Background: an optimization exercise with open tools, aiming at small area, a short achievable clock period and few clock cycles. Do not read the settings as production practice.
Function not checked in this run: the RTL went through the layout flow alone.
Power figures rest on the tool's default switching activity, not on a simulated workload.

<file path="config.mk">
export PLATFORM = sky130hd
export DESIGN_NAME = dirty_page_display_refresh_core
export DESIGN_NICKNAME = dirty_page_display_refresh_core
export VERILOG_FILES = /design/flow/design.v
export SDC_FILE = /design/flow/constraint.sdc
export NUM_CORES = 8
export LEC_CHECK = 0
export CAP_MARGIN = 20
export CORE_MARGIN = 2
export CORE_UTILIZATION = 30
export PLACE_DENSITY = 0.45
export SLEW_MARGIN = 20
export SYNTH_MEMORY_MAX_BITS = 16384
</file>
<file path="constraint.sdc">
create_clock -name core_clock -period 8.0 [get_ports {clock}]
set_input_delay 1.6000 -clock core_clock [delete_from_list [all_inputs] [get_ports {clock}]]
set_output_delay 1.6000 -clock core_clock [all_outputs]
set_load 0.01 [all_outputs]
</file>
<file path="design.v">
module dpdr_ram #(
   parameter int N    = 1024,
   parameter int K    = 32,
   parameter int NWIN = 8,
   parameter int WOFF = 0
) (
   input  logic                   clock,
   input  logic                   wr_en,
   input  logic [$clog2(N/K)-1:0] wr_tap,
   input  logic [7:0]             wr_data,
   output logic [7:0]             old_data,
   input  logic [$clog2(NWIN)-1:0] rd_win,
   output logic [63:0]            rd_data
);
   localparam int NT = N / K;
   localparam int WS = N / NWIN;
   logic [8*N-1:0] ring;
   logic [8*N-1:0] ring_in;
   always_comb begin
      ring_in = {ring[7:0], ring[8*N-1:8]};
      for (int j = 0; j < NT; j++) begin
         if (wr_en && (wr_tap == j)) begin
            ring_in[8*((j*K+N-1)%N) +: 8] = wr_data;
         end
      end
   end
   always_ff @(posedge clock) begin
      ring <= ring_in;
   end
   always_comb begin
      old_data = '0;
      for (int j = 0; j < NT; j++) begin
         if (wr_tap == j) old_data = ring[8*(j*K) +: 8];
      end
   end
   always_comb begin
      rd_data = '0;
      for (int i = 0; i < NWIN; i++) begin
         if (rd_win == i) rd_data = ring[8*((WOFF+i*WS)%N) +: 64];
      end
   end
endmodule
module dirty_page_display_refresh_core
(
   input  logic                                clock,
   input  logic                                reset,
   input  logic                                req_valid,
   output logic                                req_stall,
   input  logic [7:0]                          req_byte,
   input  logic                                req_frame_start,
   output logic                                rsp_valid,
   input  logic                                rsp_stall,
   output logic                                rsp_is_data,
   output logic [63:0]                         rsp_payload,
   output logic [3:0]                          rsp_byte_count,
   output logic                                rsp_write_end,
   output logic                                rsp_last,
   input  logic                                csr_valid,
   output logic                                csr_ready,
   input  logic [1:0]                          csr_index,
   input  logic [7:0]                          csr_wdata
);
   localparam int N    = 1024;
   localparam int K    = 32;
   localparam int NWIN = 8;
   localparam int WOFF = 96;
   localparam int LK = $clog2(K);
   localparam int NT = N / K;
   localparam int LT = $clog2(NT);
   localparam int WS = N / NWIN;
   localparam int LS = $clog2(WS);
   localparam int LW = $clog2(NWIN);
   logic [7:0] cols_ff;     
   logic [3:0] pages_ff;    
   assign csr_ready = 1'b1;
   always_ff @(posedge clock) begin
      if (reset) begin
         cols_ff <= 8'd128;
         pages_ff <= 4'd8;
      end else if (csr_valid) begin
         if (csr_index == 2'd0) begin
            if (csr_wdata == 8'd0) cols_ff <= 8'd1;
            else if (csr_wdata > 8'd128) cols_ff <= 8'd128;
            else cols_ff <= csr_wdata;
         end else if (csr_index == 2'd1) begin
            if (csr_wdata[3:0] == 4'd0) pages_ff <= 4'd1;
            else if (csr_wdata[3:0] > 4'd8) pages_ff <= 4'd8;
            else pages_ff <= csr_wdata[3:0];
         end
      end
   end
   logic [9:0] t_ff;
   always_ff @(posedge clock) begin
      if (reset) t_ff <= '0;
      else t_ff <= t_ff + 10'd1;
   end
   logic           ram_wr_en;
   logic [LT-1:0]  ram_wr_tap;
   logic [7:0]     ram_wr_data;
   logic [7:0]     ram_old;
   logic [LW-1:0]  ram_rd_win;
   logic [63:0]    ram_rd_data;
   dpdr_ram #(.N(N), .K(K), .NWIN(NWIN), .WOFF(WOFF)) u_ring (
      .clock   (clock),
      .wr_en   (ram_wr_en),
      .wr_tap  (ram_wr_tap),
      .wr_data (ram_wr_data),
      .old_data(ram_old),
      .rd_win  (ram_rd_win),
      .rd_data (ram_rd_data)
   );
   logic       stall_ff;
   logic       take;
   assign req_stall = stall_ff;
   assign take = req_valid && !stall_ff;
   logic [6:0] col_ff;
   logic [2:0] page_ff;
   logic       first_ff;
   logic [6:0] p_col;
   logic [2:0] p_page;
   logic       p_end;
   logic       p_wrap;
   logic [9:0] p_slot;
   logic [9:0] slot_pos;
   logic [9:0] slot_zero;
   assign p_col  = req_frame_start ? 7'd0 : col_ff;
   assign p_page = req_frame_start ? 3'd0 : page_ff;
   assign p_end  = req_frame_start ? (cols_ff == 8'd1) : (({1'b0, col_ff} + 8'd1) >= cols_ff);
   assign p_wrap = req_frame_start ? (pages_ff == 4'd1) : (({1'b0, page_ff} + 4'd1) >= pages_ff);
   assign slot_pos = {page_ff, col_ff} - t_ff - 10'd1;
   assign slot_zero = 10'd0 - t_ff - 10'd1;
   assign p_slot = req_frame_start ? slot_zero : slot_pos;
   logic       a_valid;
   logic [7:0] a_byte;
   logic [9:0] a_slot;
   logic [2:0] a_page;
   logic       a_end;
   logic       a_fs;
   logic       a_first;
   logic       q_valid [2];
   logic [7:0] q_byte  [2];
   logic [9:0] q_slot  [2];
   logic [2:0] q_page  [2];
   logic       q_end   [2];
   logic       q_fs    [2];
   logic       q_first [2];
   logic [7:0] pend_ff;    
   logic       w_go;
   logic       pop;
   logic       move_a;
   logic [1:0] q_count;
   logic [1:0] q_count_next;
   logic       a_valid_next;
   assign q_count = 2'(q_valid[0]) + 2'(q_valid[1]);
   assign w_go = q_valid[0] && (q_slot[0][LK-1:0] == '0) && !pend_ff[q_page[0]];
   assign pop = w_go;
   assign move_a = a_valid && (!q_valid[1] || pop);
   assign q_count_next = q_count - 2'(pop) + 2'(move_a);
   assign a_valid_next = take || (a_valid && !move_a);
   assign ram_wr_en   = w_go;
   assign ram_wr_tap  = q_slot[0][9:LK];
   assign ram_wr_data = q_byte[0];
   always_ff @(posedge clock) begin
      if (reset) begin
         a_valid <= 1'b0;
         stall_ff <= 1'b0;
         col_ff <= '0;
         page_ff <= '0;
         first_ff <= 1'b1;
      end else begin
         a_valid <= a_valid_next;
         stall_ff <= ({1'b0, q_count_next} + 3'(a_valid_next)) >= 3'd3;
         if (take) begin
            if (p_end) begin
               col_ff <= '0;
               if (p_wrap) begin
                  page_ff <= '0;
                  first_ff <= 1'b0;
               end else begin
                  page_ff <= p_page + 3'd1;
               end
            end else begin
               col_ff <= p_col + 7'd1;
               page_ff <= p_page;
            end
         end
      end
   end
   always_ff @(posedge clock) begin
      if (take) begin
         a_byte <= req_byte;
         a_slot <= p_slot;
         a_page <= p_page;
         a_end <= p_end;
         a_fs <= req_frame_start;
         a_first <= first_ff;
      end else begin
         a_slot <= a_slot - 10'd1;
      end
   end
   logic q0_load_from_1;
   logic q0_load_from_a;
   logic q1_load_from_a;
   always_comb begin
      q0_load_from_1 = 1'b0;
      q0_load_from_a = 1'b0;
      q1_load_from_a = 1'b0;
      if (!q_valid[0] || pop) begin
         if (q_valid[1]) begin
            q0_load_from_1 = 1'b1;
            q1_load_from_a = move_a;
         end else begin
            q0_load_from_a = move_a;
         end
      end else begin
         q1_load_from_a = move_a;
      end
   end
   always_ff @(posedge clock) begin
      if (reset) begin
         q_valid[0] <= 1'b0;
         q_valid[1] <= 1'b0;
      end else begin
         q_valid[0] <= q0_load_from_1 || q0_load_from_a || (q_valid[0] && !pop);
         q_valid[1] <= q1_load_from_a || (q_valid[1] && !q0_load_from_1);
      end
   end
   always_ff @(posedge clock) begin
      if (q0_load_from_1) begin
         q_byte[0] <= q_byte[1];
         q_slot[0] <= q_slot[1] - 10'd1;
         q_page[0] <= q_page[1];
         q_end[0] <= q_end[1];
         q_fs[0] <= q_fs[1];
         q_first[0] <= q_first[1];
      end else if (q0_load_from_a) begin
         q_byte[0] <= a_byte;
         q_slot[0] <= a_slot - 10'd1;
         q_page[0] <= a_page;
         q_end[0] <= a_end;
         q_fs[0] <= a_fs;
         q_first[0] <= a_first;
      end else begin
         q_slot[0] <= q_slot[0] - 10'd1;
      end
      if (q1_load_from_a) begin
         q_byte[1] <= a_byte;
         q_slot[1] <= a_slot - 10'd1;
         q_page[1] <= a_page;
         q_end[1] <= a_end;
         q_fs[1] <= a_fs;
         q_first[1] <= a_first;
      end else begin
         q_slot[1] <= q_slot[1] - 10'd1;
      end
   end
   logic       d_valid;
   logic [7:0] d_old;
   logic [7:0] d_new;
   logic [2:0] d_page;
   logic       d_end;
   logic       d_fs;
   logic       d_first;
   logic       changed_ff;
   logic       d_ch;
   logic       d_send;
   assign d_ch = (!d_fs && changed_ff) || (d_old != d_new);
   assign d_send = d_valid && d_end && (d_ch || d_first);
   always_ff @(posedge clock) begin
      if (reset) begin
         d_valid <= 1'b0;
         changed_ff <= 1'b0;
      end else begin
         d_valid <= w_go;
         if (d_valid) changed_ff <= d_end ? 1'b0 : d_ch;
      end
   end
   always_ff @(posedge clock) begin
      if (w_go) begin
         d_old <= ram_old;
         d_new <= q_byte[0];
         d_page <= q_page[0];
         d_end <= q_end[0];
         d_fs <= q_fs[0];
         d_first <= q_first[0];
      end
   end
   logic [2:0] sq [8];
   logic [2:0] sq_rd;
   logic [2:0] sq_wr;
   logic [3:0] sq_count;
   logic       sq_pop;
   logic [2:0] h_page;
   assign h_page = sq[sq_rd];
   always_ff @(posedge clock) begin
      if (reset) begin
         sq_rd <= '0;
         sq_wr <= '0;
         sq_count <= '0;
      end else begin
         if (d_send) sq_wr <= sq_wr + 3'd1;
         if (sq_pop) sq_rd <= sq_rd + 3'd1;
         sq_count <= sq_count + 4'(d_send) - 4'(sq_pop);
      end
   end
   always_ff @(posedge clock) begin
      if (d_send) sq[sq_wr] <= d_page;
   end
   always_ff @(posedge clock) begin
      if (reset) begin
         pend_ff <= '0;
      end else begin
         for (int i = 0; i < 8; i++) begin
            if (w_go && q_end[0] && (q_page[0] == 3'(i))) begin
               pend_ff[i] <= 1'b1;
            end else if (d_valid && d_end && !d_send && (d_page == 3'(i))) begin
               pend_ff[i] <= 1'b0;
            end else if (sq_pop && (h_page == 3'(i))) begin
               pend_ff[i] <= 1'b0;
            end
         end
      end
   end
   logic [1:0] r_step;     
   logic [3:0] r_word;
   logic [9:0] r_slot;
   logic       r_match;
   logic [7:0] r_rem;
   logic       r_final;
   logic [3:0] r_count;
   logic [63:0] r_data;
   logic       out_free;
   logic       load;
   logic        rsp_valid_ff;
   logic        o_is_data;
   logic [63:0] o_payload;
   logic [3:0]  o_count;
   logic        o_wend;
   logic        o_last;
   assign out_free = !rsp_valid_ff || !rsp_stall;
   assign r_slot = {h_page, r_word, 3'd0} - t_ff;
   assign r_match = (r_slot[LS-1:0] == LS'(WOFF));
   assign ram_rd_win = LW'(r_slot[9:LS] - 10'(WOFF >> LS));
   assign r_rem = cols_ff - {1'b0, r_word, 3'd0};
   assign r_final = r_rem <= 8'd8;
   assign r_count = r_final ? r_rem[3:0] : 4'd8;
   always_comb begin
      r_data = '0;
      for (int i = 0; i < 8; i++) begin
         if (4'(i) < r_count) r_data[8*i +: 8] = ram_rd_data[8*i +: 8];
      end
   end
   assign load = out_free && (sq_count != 0) && ((r_step != 2'd3) || r_match);
   assign sq_pop = load && (r_step == 2'd3) && r_final;
   always_ff @(posedge clock) begin
      if (reset) begin
         r_step <= '0;
         r_word <= '0;
         rsp_valid_ff <= 1'b0;
      end else begin
         if (out_free) rsp_valid_ff <= load;
         if (load) begin
            if (r_step != 2'd3) begin
               r_step <= r_step + 2'd1;
            end else if (r_final) begin
               r_step <= 2'd0;
               r_word <= '0;
            end else begin
               r_word <= r_word + 4'd1;
            end
         end
      end
   end
   always_ff @(posedge clock) begin
      if (load) begin
         o_is_data <= (r_step == 2'd3);
         case (r_step)
            2'd0: o_payload <= {56'd0, 8'hB0 + {5'd0, h_page}};
            2'd1: o_payload <= 64'h00;
            2'd2: o_payload <= 64'h10;
            default: o_payload <= r_data;
         endcase
         o_count <= (r_step == 2'd3) ? r_count : 4'd1;
         o_wend <= (r_step != 2'd3) || r_final || (r_word[2:0] == 3'd7);
         o_last <= (r_step == 2'd3) && r_final;
      end
   end
   assign rsp_valid = rsp_valid_ff;
   assign rsp_is_data = o_is_data;
   assign rsp_payload = o_payload;
   assign rsp_byte_count = o_count;
   assign rsp_write_end = o_wend;
   assign rsp_last = o_last;
endmodule
</file>
<file path="run.sh">
#!/bin/bash
# synth_recipe.tcl (not shown) runs the flow's synth.tcl, then flattens the netlist and writes it again
# the make line also repeats each setting of config.mk as NAME=value (left out here)
make -C /OpenROAD-flow-scripts/flow DESIGN_CONFIG=/design/flow/config.mk WORK_HOME=/design/flow/orfs CLKGATE_MAP_FILE= SYNTH_SCRIPT=/design/flow/synth_recipe.tcl finish
</file>
==> summary.md <==
| Metric | Value |
|---|---|
| Setup violations, final | 0 |
| Period utilization | 62.6% |
| Max layer used | met4 |
| Top post-synthesis cells by area | dfxtp_1 89%, edfxtp_1 2.6%, mux2_2 1.4% |
| Full die area | 628000 um2 |
| Area delta synth->final | 20.6% |
| Slowest cell on crit path | nand3_2 |
| Routed Wire Length | 332000 um |
| Row count | 289 |
| Rel. slew slack | 14.9% |
| Top delay family on crit path | buffers and inverters |
| CTS clk-pin slew, worst paths | 0.06 ns |
| Met2 Wirelength | 139000 um |
| Outcome | timing/DRC/antenna clean |
| Crit path DAT | 5.84 ns |
| Synth area leader | dfxtp_1 |
| I/O pin count | 98 |
| Critical path class | reg2reg |
| Placed Area | 198000 um2 |
| Crit path capture type | flip-flop |
| Final Hold Viols | 0 |
| Vias in the first global route | 71935 |
| Power per Cell Area | 365 nW/um2 |
| Total Negative Setup Slacks | 0 ns |
| Vias/cell | 3.63 |
| Synth Register Bits | 8448 |
| Worst min-delay path class | reg2reg |
| Initial antenna violation count | 42 |
| # placed instances | 18890 |
| Worst vdd ir | 0.000220 V |
| Initial Utilization | 30.1% |
| H-tree depth | 6 |
| Final Instance Area | 225000 um2 |
| Routed Antenna Nets | 0 |
| Ys Warns | 9 |
| RePlAce Congestion | 0.774 |
| Core Box Area | 619000 um2 |
| Req. time, crit path | 8.84 ns |
| Routed len/inst | 16.3 um |
| Startpoint type of the worst setup path | flip-flop |
| Root Driver | clkbuf_16 |
| Worst Path Buf+Inv | 3 |
| Hold-fix buffers, CTS | 0 |
| Resize count post-CTS | 0 |
| Slew Limit Fails | 0 |
| DRC | 0 |
| Worst-path maximum fanout | 40 |
| Via Count | 73841 |
| Syn Nets | 10690 |
| P_leak | 88.0 nW |
| Avg Cell Area, Syn | 17.6 um2 |
| Post-synth top flop | dfxtp_1 |
| Synth unique cells | 91 |
| F_max | 0.200 GHz |
| Worst Clk Skew | 0.116 ns |
| Max-cap violations | 0 |
| Final Non-Filler Cells | 20336 |
| Grt ovf | 0 |
| CP cell instances | mux4_2, mux2i_1, inv_1, ha_1, o2bb2ai_1, xor2_4, buf_4, nand3_2, buf_4, o221ai_1, o221ai_1 |
| Clk sinks | 8448 |
| Worst slew pin tran | 1.26 ns |
| Layout cell share with drive strength beyond 1 | 14.5% |
| Synth Instances | 10605 |
| Met3 wire len | 18300 um |
| Core Util, Final | 36.3% |
| Postcts setup bufs | 0 |
| DR iter-0 viols | 4009 |
| Minimum clock period | 5.01 ns |
| Post-synth top area share | 89.0% |
| Cell Area, Synth | 186000 um2 |
| Largest net degree at the start of global routing | 79 |
| Total track usage | 10.3% |
| Nets | 11464 |
| Total CTS buffers | 780 |
| FFs w/ async S/R, synth | 0% |
| Dpl hpwl | 208000 um |
| Clock Latency Late Sink | 1.13 ns |
| M1 WL | 162000 um |
| Seq/Total Area, Yosys | 91.5% |
| Critical path's largest stage delay | 0.68 ns |
| CTS tree | done |
| Die X | 792 um |
| EDFF count, synth | 159 |
| Drt pass-1 iters | 5 |
| Die height | 792 um |
| First-pass GRT wire length | 482000 um |
| IO buf count | 96 |
| RSZ-0062 raised after global routing | false |
| CTS max path bufs | 4 |
==> final timing paths <==
kind / slack (ns) / end / from / cells after the start
worst max-delay path: 2.99 / o_payload[2]$_DFFE_PP_ / flip-flop / 11
worst min-delay path: 0.21 / u_ring.ring[2967]$_DFF_P_ / u_ring.ring[2975]$_DFF_P_ / 0
worst max register to register: 2.99 / o_payload[2]$_DFFE_PP_ / flip-flop / 11
worst min register to register: 0.21 / u_ring.ring[2967]$_DFF_P_ / u_ring.ring[2975]$_DFF_P_ / 0
==> power breakdown <==
group	switching [mW]	leakage, nW	internal [mW]
Sequential	0.128	68.2	42.4
Combinational	1.41	6.50	0.542
Clock	15.5	13.3	22.2
Total	17.0	88.0	65.1
==> metrics by stage <==
step | setup slack, ns | power, mW | hold WS [ns]
floorplan | 1.94 | 44.5 | 0.310
global placement | 2.87 | 45.4 | 0.310
detailed placement | 2.88 | 45.4 | 0.312
CTS | 2.92 | 83.4 | 0.205
global route | 2.63 | 85.2 | 0.209
finish | 2.99 | 82.1 | 0.214
==> layout by cell type, fill, tap and decap left out, types with 28 or more instances in the layout <==
cell type,n
dfxtp_1,8286
clkbuf_16,794
nand2_1,239
mux2_2,231
clkbuf_1,181
clkbuf_8,171
nor2_1,163
edfxtp_1,159
a21oi_1,155
o21ai_0,131
clkinv_2,126
clkdlybuf4s50_1,95
buf_4,82
bufinv_16,69
o211ai_1,67
mux2i_1,65
inv_1,63
ha_1,57
o22ai_1,56
mux2_4,50
a211oi_1,46
mux4_2,43
nor3_1,42
nand3_1,39
xor2_1,33
xnor2_1,32
clkinv_16,30
nor2b_1,28
a22oi_1,28
==> registers in the layout, indices dropped and copies added, names as in the netlist, 3 cells and up, named ones only <==
| signal | count |
|---|---|
| col_ff | 7 |
| d_new | 8 |
| sq_wr | 3 |
| a_byte | 8 |
| cols_ff | 8 |
| sq | 24 |
| u_ring.ring | 8192 |
| a_slot | 10 |
| t_ff | 10 |
| r_word | 4 |
| q_page | 6 |
| sq_rd | 3 |
| pages_ff | 4 |
| o_count | 4 |
| q_slot | 20 |
| sq_count | 4 |
| a_page | 3 |
| o_payload | 64 |
| d_page | 3 |
| q_byte | 16 |
| d_old | 8 |
| pend_ff | 8 |
| page_ff | 3 |
==> cell families (layout without fill, tap and decap cells) <==
kind of cell    after synthesis  after routing  synth area share (%)
flops                      8448           8448                  91.5
compound gates              706            706                  2.56
simple gates                669            669                  1.82
mux                         399            399                  2.74
buf+inv                     254           1667                 0.593
xor+xnor                     67             67                 0.315
fa+ha+maj                    61             61                 0.425
other cells                   1             26               0.00201
==> worst reg2reg max path: cells and delay by family, from the launching register on <==
family | cells | cell delay, ns
AOI/OAI and AO/OA | 3 | 0.95
xor gates and xnor gates | 1 | 0.18
adders and majority gates | 1 | 0.34
buffers and inverters | 3 | 1.19
DFF | 1 | 0.56
muxes | 2 | 0.84
and+or+nand+nor | 1 | 0.74
==> Yosys cell counts, types with 42 or more instances <==
library cell,instances
a211oi_1,46
a21oi_1,159
clkbuf_1,106
dfxtp_1,8289
edfxtp_1,159
ha_1,57
inv_1,63
mux2_2,231
mux2_4,50
mux2i_1,65
mux4_2,43
nand2_1,240
nor2_1,164
nor3_1,42
o211ai_1,67
o21ai_0,132
o22ai_1,56
==> cell type report <==
type | instances | area, um2
clock buffer | 1146 | 22900
multi-input combinational | 1903 | 14800
sequential | 8448 | 171000
tap | 8293 | 10400
antenna | 25 | 62.6
fill | 57653 | 395000
clock inverter | 275 | 4180
timing repair buffer | 180 | 1610
inverter | 66 | 249
==> metal layers <==
metal,up-vias,track usage (%)
met1,35369,14.5
met4,0,3.88
met5,-,0
li1,36131,-
met2,1617,15.4
met3,724,2.44

==> port drivers added, routing unchanged <==
The flow's constraints put no driver on any port. The routed layout listed below was extracted and timed again, unchanged, in two steps.
Step 1 sets driving cells, clkbuf_16 on the clock port and buf_2 on the other inputs (assumed; they add their load-dependent delay and slew).
Step 2 also shifts input and output timing later by t, the mid clock arrival at the registers, as if the neighbouring blocks saw the same clock.
a / b / c = ideal ports / drivers / drivers and shift; a / b = the first two.
t, ns: 1.177
setup slack, ns: 2.992 / 2.992 / 2.992
latest minus earliest clock arrival (ns): 0.133 / 0.133
slew at the worst register clock pin (ns): 0.07 / 0.07
worst data-port slew with drivers (ns): 0.13
After both steps setup and hold are still met in this run. The setup slack of this run moves by 0.000 ns with the drivers and by 0.000 ns with both steps.
